Source: an optimization exercise on an open RTL-to-GDS flow (aim: small area, a short achievable clock period and few clock cycles per item). Production flows keep margins and buffers that such runs may drop.
Only simulation tests tie the RTL to the original design; equivalence was not proved.

## config.mk

```make
export PLATFORM = sky130hd
export DESIGN_NAME = fft2d_top
export DESIGN_NICKNAME = fft2d_top
export VERILOG_FILES = /design/flow/design.v
export SDC_FILE = /design/flow/constraint.sdc
export NUM_CORES = 4
export LEC_CHECK = 0
export CAP_MARGIN = 20
export CORE_MARGIN = 2
export CORE_UTILIZATION = 40
export PLACE_DENSITY = 0.6
export SETUP_SLACK_MARGIN = 3.0
export SLEW_MARGIN = 20
```

## constraint.sdc

```tcl
create_clock -name core_clock -period 6.0 [get_ports {clk}]
set_input_delay 1.2000 -clock core_clock [delete_from_list [all_inputs] [get_ports {clk}]]
set_output_delay 1.2000 -clock core_clock [all_outputs]
set_load 0.01 [all_outputs]
```

## design.v

```verilog
module fft2d_top (
  input  logic                          clk,
  input  logic                          arst_n,
  input  logic                          in_valid,
  output logic                          in_ready,
  input  logic signed [16-1:0]  in_re,
  input  logic signed [16-1:0]  in_im,
  output logic                          out_valid,
  input  logic                          out_ready,
  output logic signed [20-1:0] out_re,
  output logic signed [20-1:0] out_im,
  output logic                          out_last
);
  localparam int IW = 16;    
  localparam int AW = IW + 1;         
  localparam int RW = 18;   
  localparam int ZW = RW + 1;         
  localparam int OW = 20;   
  localparam int EW = 2 * RW;         
  logic                 xv;         
  logic [1:0]           xc;         
  logic signed [IW-1:0] xre, xim;   
  logic                 xgo;        
  logic                 rv;         
  logic                 ins;        
  logic                 in_fire;
  logic                 xv_n;       
  logic [1:0]           xc_n;
  logic                 rv_n;
  logic signed [IW-1:0] x0r, x0i;   
  logic signed [AW-1:0] pr, pim;    
  logic signed [AW-1:0] qr, qim;    
  logic signed [AW-1:0] cr, cim;    
  logic signed [AW-1:0] dr, dim;    
  logic signed [AW-1:0] ur, ui;     
  logic signed [AW-1:0] vr, vi;     
  logic signed [AW-1:0] sr, si;     
  logic signed [AW-1:0] tr, ti;     
  assign xgo     = xv && !(xc == 2'd1 && rv);
  assign in_fire = in_valid && in_ready;
  assign xv_n = in_fire || (xv && !xgo);
  assign xc_n = xgo ? xc + 2'd1 : xc;
  assign rv_n = (xgo && xc == 2'd3) || (rv && !ins);
  always_ff @(posedge clk)
  begin
    if (in_fire)
    begin
      xre <= in_re;
      xim <= in_im;
    end
  end
  always_ff @(posedge clk or negedge arst_n)
  begin
    if (!arst_n)
    begin
      xv       <= 1'b0;
      xc       <= '0;
      rv       <= 1'b0;
      in_ready <= 1'b1;
    end
    else
    begin
      xv       <= xv_n;
      xc       <= xc_n;
      rv       <= rv_n;
      in_ready <= !(xv_n && xc_n == 2'd1 && rv_n);
    end
  end
  assign ur = xc[0] ? qr : AW'(x0r);
  assign ui = xc[0] ? qim : AW'(x0i);
  assign vr = AW'(xre);
  assign vi = AW'(xim);
  assign sr = ur + vr;
  assign si = ui + vi;
  assign tr = ur + ~vr + AW'(1);
  assign ti = ui + ~vi + AW'(1);
  always_ff @(posedge clk)
  begin
    if (xgo)
    begin
      case (xc)
        2'd0:
        begin
          x0r <= xre;
          x0i <= xim;
        end
        2'd1:
        begin
          qr  <= vr;
          qim <= vi;
        end
        2'd2:
        begin
          pr  <= sr;
          pim <= si;
          cr  <= tr;
          cim <= ti;
        end
        default:
        begin
          qr  <= sr;
          qim <= si;
          dr  <= tr;
          dim <= ti;
        end
      endcase
    end
  end
  logic [EW-1:0] w [4];
  logic signed [RW-1:0] w0r, w0i, w1r, w1i, w2r, w2i, w3r, w3i;
  assign w0r = RW'(pr)  + RW'(qr);
  assign w0i = RW'(pim) + RW'(qim);
  assign w2r = RW'(pr)  - RW'(qr);
  assign w2i = RW'(pim) - RW'(qim);
  assign w1r = RW'(cr)  + RW'(dim);
  assign w1i = RW'(cim) - RW'(dr);
  assign w3r = RW'(cr)  - RW'(dim);
  assign w3i = RW'(cim) + RW'(dr);
  assign w[0] = {w0i, w0r};
  assign w[1] = {w1i, w1r};
  assign w[2] = {w2i, w2r};
  assign w[3] = {w3i, w3r};
  logic [15:0][EW-1:0] m;        
  logic [3:0]          v;        
  logic [3:0]          e;        
  logic                mode;     
  logic                hmode_n;  
  logic [1:0]          wrow;     
  logic                ld1;      
  logic                cons;     
  logic [1:0]          bin;      
  logic [1:0]          rcol;     
  logic                rdf;      
  assign e[0] = cons || !v[0];
  assign e[1] = cons || !(v[0] && v[1]);
  assign e[2] = cons || !(v[0] && v[1] && v[2]);
  assign e[3] = cons || !(v[0] && v[1] && v[2] && v[3]);
  assign ins  = rv && e[3];
  for (genvar gi = 0; gi < 4; gi++)
  begin : g_row
    for (genvar gj = 0; gj < 4; gj++)
    begin : g_col
      logic          en;
      logic [EW-1:0] src0;   
      logic [EW-1:0] src1;   
      if (gj == 3)
        assign src0 = w[gi];
      else
        assign src0 = m[gi*4 + gj + 1];
      if (gi == 3)
        assign src1 = w[gj];
      else
        assign src1 = m[(gi+1)*4 + gj];
      assign en = mode ? e[gi] : e[gj];
      always_ff @(posedge clk)
      begin
        if (en)
          m[gi*4 + gj] <= mode ? src1 : src0;
      end
    end
  end
  always_ff @(posedge clk or negedge arst_n)
  begin
    if (!arst_n)
    begin
      v       <= '0;
      mode    <= 1'b0;
      hmode_n <= 1'b1;
      wrow    <= '0;
      rdf     <= 1'b0;
    end
    else
    begin
      for (int j = 0; j < 3; j++)
        if (e[j])
          v[j] <= v[j+1];
      if (e[3])
        v[3] <= rv;
      if (ins)
      begin
        wrow <= wrow + 2'd1;
        if (wrow == 2'd3)
        begin
          mode    <= ~mode;   
          hmode_n <= mode;
        end
      end
      if (ins && wrow == 2'd3)
        rdf <= 1'b1;
      else if (cons && rcol == 2'd3)
        rdf <= 1'b0;
    end
  end
  logic signed [RW-1:0] hr [4];   
  logic signed [RW-1:0] hi [4];
  logic signed [RW-1:0] gr, gi, kr, ki;   
  logic                 odd;
  logic signed [ZW-1:0] a2r, a2i, a3r, a3i;   
  logic                 s1v;      
  logic [1:0]           s1b;      
  logic                 s1l;      
  logic signed [ZW-1:0] xr, xi, fr, fi;
  logic                 nr, ni;   
  logic signed [OW-1:0] yr, yi;
  logic                 oa;       
  logic                 kv;       
  logic signed [OW-1:0] kre, kim;
  logic                 klast;
  logic                 s1go;     
  for (genvar g = 0; g < 4; g++)
  begin : g_head
    logic [EW-1:0] h;
    assign h     = hmode_n ? m[g*4] : m[g];
    assign hr[g] = h[RW-1:0];
    assign hi[g] = h[EW-1:RW];
  end
  assign odd = bin[0];
  assign gr  = odd ? hi[1] : hr[1];
  assign gi  = odd ? hr[1] : hi[1];
  assign kr  = odd ? hi[3] : hr[3];
  assign ki  = odd ? hr[3] : hi[3];
  assign a2r = ZW'(hr[2]) ^ {ZW{odd}};
  assign a2i = ZW'(hi[2]) ^ {ZW{odd}};
  assign a3r = ZW'(kr) ^ {ZW{odd}};
  assign a3i = ZW'(ki) ^ {ZW{odd}};
  assign ld1  = rdf && !(s1v && out_valid && kv);
  assign cons = ld1 && (bin == 2'd3);
  always_ff @(posedge clk)
  begin
    if (ld1)
    begin
      xr  <= ZW'(hr[0]) + a2r + ZW'(odd);
      xi  <= ZW'(hi[0]) + a2i + ZW'(odd);
      fr  <= ZW'(gr) + a3r + ZW'(odd);
      fi  <= ZW'(gi) + a3i + ZW'(odd);
      s1b <= bin;
      s1l <= (bin == 2'd3) && (rcol == 2'd3);
    end
  end
  assign nr = s1b[1];
  assign ni = s1b[1] ^ s1b[0];
  assign yr = OW'(xr) + (OW'(fr) ^ {OW{nr}}) + OW'(nr);
  assign yi = OW'(xi) + (OW'(fi) ^ {OW{ni}}) + OW'(ni);
  assign oa   = !out_valid || out_ready;
  assign s1go = s1v && (!kv || oa);
  always_ff @(posedge clk or negedge arst_n)
  begin
    if (!arst_n)
    begin
      s1v       <= 1'b0;
      kv        <= 1'b0;
      out_valid <= 1'b0;
      bin       <= '0;
      rcol      <= '0;
    end
    else
    begin
      s1v       <= ld1 || (s1v && !s1go);
      kv        <= oa ? (kv && s1v) : (kv || s1v);
      out_valid <= oa ? (kv || s1v) : 1'b1;
      if (ld1)
        bin <= bin + 2'd1;
      if (cons)
        rcol <= rcol + 2'd1;
    end
  end
  always_ff @(posedge clk)
  begin
    if (s1v && (kv == oa))
    begin
      kre   <= yr;
      kim   <= yi;
      klast <= s1l;
    end
    if (oa && (kv || s1v))
    begin
      out_re   <= kv ? kre : yr;
      out_im   <= kv ? kim : yi;
      out_last <= kv ? klast : s1l;
    end
  end
endmodule
```

## run.sh

```bash
#!/bin/bash
# synth_recipe.tcl (not shown) runs the flow's synth.tcl, then flattens the netlist and writes it again
# the make line also repeats each setting of config.mk as NAME=value (left out here)
make -C /OpenROAD-flow-scripts/flow DESIGN_CONFIG=/design/flow/config.mk WORK_HOME=/design/flow/orfs CLKGATE_MAP_FILE= SYNTH_SCRIPT=/design/flow/synth_recipe.tcl finish
```

==> summary.txt, run 1 <==
Antenna Nets Post-Route=0; clk_skew=30.8 ps; register area share after synthesis=52.9%; Routability Congestion=about 0.90; layout cells sized above 1=31.9%; initial core utilization=40.4%; IO buf count=78; max-cap check violation count=0; Distinct cells, synth=84; final core utilization=49.9%; Core ar.=134,000 um2; worst skew pair latency=slightly above 700 ps; syn_area_per_cell=12.2 um2; Nets=5,157; largest net degree at the start of global routing=154; Post-synth EDFFs=935; number of global-route vias before repair=34,457; crit path max fanout=6; Avg WL per Cell=21.6 um; DR iter-0 viols=2,393; final wirelength=143 mm; Longest Clk Path Bufs=3; Antenna diodes=0; Post-route DRC=0; area grow syn2layout=23.4%; GRT Resource Usage Total=20.2%; Crit path required time=around 6400 ps; R2R Setup Slk=~2400 ps; Worst setup EP type=register; post-synthesis adder-cell area fraction=7.95%; Post-Syn Area=around 54,000 um2; area leader, netlist=edfxtp_1; clk sinks=956; RSZ-0062 raised after global routing=true; Die X=372 um; CP Data Arrival Time=4040 ps; row count=134; Hold-fix buffers, CTS=0; TritonCTS Buffers=~100; multiplexer area fraction after synthesis=12.5%; grt total ovfl=0; simple-gate area share of the yosys netlist=8.24%; most common cell after layout, fill and taps aside=edfxtp_1; initial antenna violation count=0; post-synthesis compound-gate area fraction=between 10% and 20%; syn_nets=4,815; Setup crit start kind=register; #FFs+latches synth=956; Syn Inst Count=4,447; htree depth=3; IO Pins=79; Worst Max-Slew Pin Slew=1030 ps; Setup TNS=0 ps; via count=35,549; post-DR vias/cell=5.35; clock slew at reported path FFs=60 ps; FMAX=roughly 0.28 GHz; Hold Crit Class=register to register; first drt pass iteration count=7; Yosys warnings=4; root buf cell=clkbuf_16; most frequent cells in the layout=edfxtp_1 (935), mux2_2 (457), nor2_1 (297), inv_1 (257), buf_4 (238); final cycle utilization of the critical path=60.3%; Min Hold Slack=472 ps; CP Class=register to register; final setup fails=0; Final Critical Period=between 3000 and 4000 ps; die area=approximately 140,000 um2; TritonCTS clock tree=yes; Slew Limit Fails=0; top post-synthesis cells by area=edfxtp_1 (52%), mux2_2 (10%), ha_1 (7.3%); Async SR Flop Fraction=2.20%; first-pass GRT wire length=213 mm; outcome=timing/DRC/antenna clean; largest family of logic cells by synthesized area=multiplexers; Synth top area share=51.9%; Top FF cell, synth=edfxtp_1; XOR/XNOR Fraction of Synth Area=4.86%; final hold viol count=0; Die H=around 370 um; detailed-placement wirelength estimate=101 mm; relative max-transition margin=31.4%
state kept, by name, indices dropped and copies added, names as in the netlist, 19 cells and up:
| signal | cells |
|---|---|
| fr | 19 |
| xi | 19 |
| out_re | 20 |
| kre | 20 |
| kim | 20 |
| fi | 19 |
| out_im | 20 |
| xr | 19 |
| m | 576 |
stage by stage:
step / std cells / setup slack (ps) / cell area (um2)
after floorplan: 4447 / 2040 / 54800
after global placement: 6151 / 1690 / 57300
after detailed placement: 6151 / 1650 / 57300
final: 6641 / 2380 / 66800
after CTS: 6498 / 2420 / 63600
after global routing: 6641 / 2320 / 66800
critical path: stages (launching register included):
cell,delay (ps)
dfstp_4,650
buf_12,120
buf_12,120
buf_8,120
buf_12,120
buf_4,100
mux2_2,340
a21oi_1,290
ha_1,350
and3_1,280
nand3_1,110
inv_1,70
a221oi_4,300
nor3_1,70
a311o_1,270
routing by layer:
| metal | part of all wire (%) | GRT usage [%] | vias up |
|---|---|---|---|
| met4 | 3.1 | 6.03 | 0 |
| met2 | 47 | 32.8 | 746 |
| met5 | 0 | 0 | - |
| met1 | 46 | 28.1 | 17441 |
| met3 | 3.8 | 2.63 | 213 |
| li1 | - | - | 17149 |
cell usage after synthesis (19+ instances only):
cell and instances:
nand2b_1 49, mux4_2 34, o21bai_1 39, o211ai_1 25, nand3_1 52, a21oi_1 312, nor2b_1 72, mux2_2 483
and2_1 28, o21a_1 39, nor2_1 322, ha_1 314, buf_1 32, or3_1 32, nand2_1 206, xnor2_1 242
a211oi_1 31, mux2i_1 53, inv_1 280, o21ai_0 152, clkbuf_1 143, and3_1 24, o31ai_1 32, a21o_1 55
xor2_1 58, nor3_1 88, dfrtp_1 19, a31oi_1 41, edfxtp_1 935
path summary, 6_finish.rpt:
check,depth (start not counted),end,startpoint
worst max-delay path,14,fi[17],hmode_n
worst min-delay path,0,klast,s1l
worst max register to register,14,fi[17],hmode_n
worst min register to register,0,klast,s1l
max in group asynchronous,2,xc[0],arst_n
min in group asynchronous,2,out_valid,arst_n
kinds of logic (layout without fill, tap and decap cells):
family / count (synthesis) / count (layout)
buffers and inverters: 465 / 890
xor gates and xnor gates: 300 / 300
muxes: 571 / 571
AOI/OAI and AO/OA: 881 / 881
DFF: 956 / 956
adders and majority gates: 333 / 333
and+or+nand+nor: 941 / 942
what timing repair did:
item                                    CTS  global route
buffers inserted                        154           137
endpoints found under the setup margin  812           390
pin swaps                               136           246
gates cloned                              4             5
resized for setup                       338           406
final cells by class:
| cell class | instances | area (um2) |
|---|---|---|
| well taps | 1768 | 2210 |
| clock buffers | 130 | 2750 |
| flip-flops and latches | 956 | 28600 |
| clock inverters | 59 | 604 |
| multi-input cells | 3027 | 27400 |
| inverters | 281 | 1080 |
| repair buffers | 420 | 4110 |
| fillers | 11573 | 67000 |
Testbench counts, summed over its fixed seeds: cycles 6,304, samples 6,144.
==> run 2: changes to the inputs <==
--- a/config.mk
+++ b/config.mk
@@ -5,6 +5,7 @@
 export SDC_FILE = /design/flow/constraint.sdc
 export NUM_CORES = 4
 export LEC_CHECK = 0
+export ABC_AREA = 1
 export CAP_MARGIN = 20
 export CORE_MARGIN = 2
 export CORE_UTILIZATION = 40
==> summary.txt, run 2 <==
outcome=timing/DRC/antenna clean (unchanged); layout cells sized above 1=11.7% (was 31.9%); Hold-fix buffers, CTS=0 (unchanged); Post-synth EDFFs=935 (unchanged); worst skew pair latency=770 ps (was 710 ps); initial antenna violation count=0 (unchanged); first drt pass iteration count=6 (was 7); final non-filler cell total=8,672 (was 6,641); relative max-transition margin=40.9% (was 31.4%); clk_skew=88.3 ps (was 30.8 ps); fin area=66,700 um2 (was 66,800 um2); GRT Resource Usage Total=21.2% (was 20.2%); Longest Clk Path Bufs=3 (unchanged); max reg flops=576 (unchanged); slowest stage delay, CP=630 ps (was 650 ps); top post-synthesis cells by area=edfxtp_1 (49%), nand2_1 (14%), ha_1 (6.9%) (was edfxtp_1 (52%), mux2_2 (10%), ha_1 (7.3%)); largest register by flop count=m (unchanged); first-pass GRT wire length=242 mm (was 213 mm); Final Critical Period=3050 ps (was 3620 ps); syn_nets=6,933 (was 4,815); Die X=381 um (was 372 um); final cycle utilization of the critical path=50.9% (was 60.3%); IO Pins=79 (unchanged); IO buf count=78 (unchanged); grt total ovfl=0 (unchanged); R2R Setup Slk=2950 ps (was 2380 ps); Setup crit start kind=register (unchanged); register area share after synthesis=50.3% (was 52.9%); row count=138 (was 134); crit-path cells=buf_12 -> buf_6 -> buf_12 -> buf_16 -> nand2_1 -> o21ai_2 -> xor2_1 -> ha_1 -> buf_4 -> a21oi_2 -> o21bai_1 -> a21oi_2 -> o21ai_4 -> buf_4 -> xor2_1 (was buf_12 -> buf_12 -> buf_8 -> buf_12 -> buf_4 -> mux2_2 -> a21oi_1 -> ha_1 -> and3_1 -> nand3_1 -> inv_1 -> a221oi_4 -> nor3_1 -> a311o_1); crit path max fanout=14 (was 6); area grow syn2layout=17.3% (was 23.4%); Reg2Reg Depth=15 (was 14); post-DR vias/cell=5.05 (was 5.35); Antenna Nets Post-Route=0 (unchanged); HP Start=s1l (unchanged); clock slew at reported path FFs=60 ps (about the same); Synth top area share=49.4% (was 51.9%); final core utilization=47.2% (was 49.9%); TritonCTS Buffers=105 (was 103); syn_area_per_cell=8.66 um2 (was 12.2 um2); detailed-placement wirelength estimate=117 mm (was 101 mm); Routability Congestion=0.927 (was 0.896); Top FF cell, synth=edfxtp_1 (unchanged); final wirelength=159 mm (was 143 mm); Distinct cells, synth=58 (was 84); Worst Max-Slew Pin Slew=886 ps (was 1030 ps); area leader, netlist=edfxtp_1 (unchanged); Avg WL per Cell=18.3 um (was 21.6 um); FMAX=0.328 GHz (was 0.277 GHz); stages on the worst setup path=15 (was 14); number of global-route vias before repair=41,477 (was 34,457); Worst setup EP type=register (unchanged); final hold viol count=0 (unchanged); final setup fails=0 (unchanged); cell at the slowest stage of the critical path=dfstp_4 (unchanged); Syn Inst Count=6,565 (was 4,447); clk sinks=956 (unchanged); Worst Hold End=klast (unchanged); Nets=7,061 (was 5,157); Slew Limit Fails=0 (unchanged); die area=145,000 um2 (was 138,000 um2); #FFs+latches synth=956 (unchanged); most common cell after layout, fill and taps aside=nand2_1 (was edfxtp_1); htree depth=3 (unchanged); FF-to-FF Start=hmode_n (unchanged); Antenna diodes=0 (unchanged); synth cell count leaders=nand2_1 (2,186), edfxtp_1 (935), inv_1 (695), o21ai_0 (596), nand3_1 (372) (was edfxtp_1 (935), mux2_2 (483), nor2_1 (322), ha_1 (314), a21oi_1 (312)); Setup TNS=0 ps (unchanged); CP top delay family=buffers and inverters (was compound AO/OA/AOI/OAI gates); count leader, synth=nand2_1 (was edfxtp_1); Post-Syn Area=56,900 um2 (was 54,100 um2); Die H=381 um (was 372 um); initial core utilization=40.3% (was 40.4%); RSZ-0062 raised after global routing=true (unchanged); TritonCTS clock tree=yes (unchanged); CP Class=register to register (unchanged); largest net degree at the start of global routing=251 (was 154); most frequent cells in the layout=nand2_1 (2,110), edfxtp_1 (935), inv_1 (677), o21ai_0 (429), nand3_1 (361) (was edfxtp_1 (935), mux2_2 (457), nor2_1 (297), inv_1 (257), buf_4 (238)); Area after DPL=59,300 um2 (was 57,300 um2); Post-route DRC=0 (unchanged); CP Data Arrival Time=3520 ps (was 4040 ps); via count=43,762 (was 35,549); Inst Count DP=8,318 (was 6,151); critical path buffer and inverter count=6 (unchanged); worst reg2reg endpoint=xi[10] (was fi[17]); max-cap check violation count=0 (unchanged); Crit path required time=6470 ps (was 6430 ps); Hold Crit Class=register to register (unchanged); Core ar.=141,000 um2 (was 134,000 um2); root buf cell=clkbuf_16 (unchanged); Yosys warnings=4 (unchanged); DR iter-0 viols=3,171 (was 2,393); hold depth=0 (unchanged); Async SR Flop Fraction=2.20% (unchanged)
## run 2: cell types whose count changed after synthesis, sizes merged, moves of 50 or more
cell    previous run  this run
buf               41       160
mux2             483         1
nand2            206      2202
mux2i             54         0
clkbuf           143        93
o21ai            155       644
xnor2            242        51
inv              280       704
nor2b             72         0
nand3             52       377
xor2              58       186
## run 2: repair_timing
item                                    in CTS  in global routing
buffers inserted                            83                 49
gates resized for setup                    355                318
pin swaps                                   80                113
gates cloned                                15                 10
endpoints found under the setup margin     818                406
## run 2: layer usage
metal | vias to the layer above | global-route usage [%] | wire length, um
li1 | 22006 | - | -
met2 | 1033 | 35.6 | 75600
met5 | - | 0 | 0
met3 | 224 | 2.59 | 6360
met4 | 0 | 6.31 | 5220
met1 | 20499 | 28.7 | 71500
## run 2: logic make-up (layout without fill, tap and decap cells)
group	after synthesis	in the layout	share of synthesized area [%]
XOR/XNOR	237	237	3.68
AND/OR/NAND/NOR	3057	3064	22.0
flip-flops	956	956	50.3
multiplexers	1	1	0.0198
adder cells (fa/ha/maj)	332	332	7.54
buffers and inverters	960	1170	6.76
AO/OA/AOI/OAI	1022	1022	9.68
## run 2: worst max path at each step
stage / endpoint / slack (ps) / start
after floorplan: m[324] / 2050 / mode
after global placement: m[268] / 1490 / kv
after detailed placement: m[269] / 1420 / kv
after CTS: fi[12] / 2830 / hmode_n
after global routing: fr[12] / 2830 / hmode_n
final: xi[10] / 2950 / hmode_n
## run 2: cell type report
cell class              count  area, um2
fillers                 13456      74600
flip-flops and latches    956      28600
multi-input cells        4656      26500
repair buffers            266       2870
clock buffers             138       2860
inverters                 707       2710
well taps                1890       2360
clock inverters            58        759
repair inverters            1       6.26
## run 2: metrics by stage
| step | worst slack (ps) | hold WS [ps] |
|---|---|---|
| floorplan | 2050 | 427 |
| global placement | 1490 | 453 |
| detailed placement | 1420 | 462 |
| CTS | 2830 | 482 |
| global route | 2830 | 503 |
| finish | 2950 | 482 |

## what the ideal ports hide
How much do the figures lean on ideal ports? The routed layouts below were timed once more, with nothing changed but the port constraints. Step 1, drivers: a clkbuf_16 drives clk and a buf_2 each remaining input, both assumed. Step 2, shift: input delay + t, output delay - t, t = (earliest + latest rising clock arrival at the registers) / 2. This alone moves slack from input paths to output paths. Slacks: no drivers / after step 1 / after step 2; pairs: no drivers / after step 1.
run	t, ns	setup WS [ns]	worst setup path at the end	slew at the worst register clock pin (ns)
run 1	0.764	2.385 / 2.385 / 2.385	register to register	0.07 / 0.07
run 2	0.809	2.948 / 2.948 / 2.849	input to register	0.08 / 0.08
After both steps every run listed still meets setup and hold. The setup slack of run 2, which loses most, moves by 0.000 ns with the drivers and by -0.099 ns with both steps.
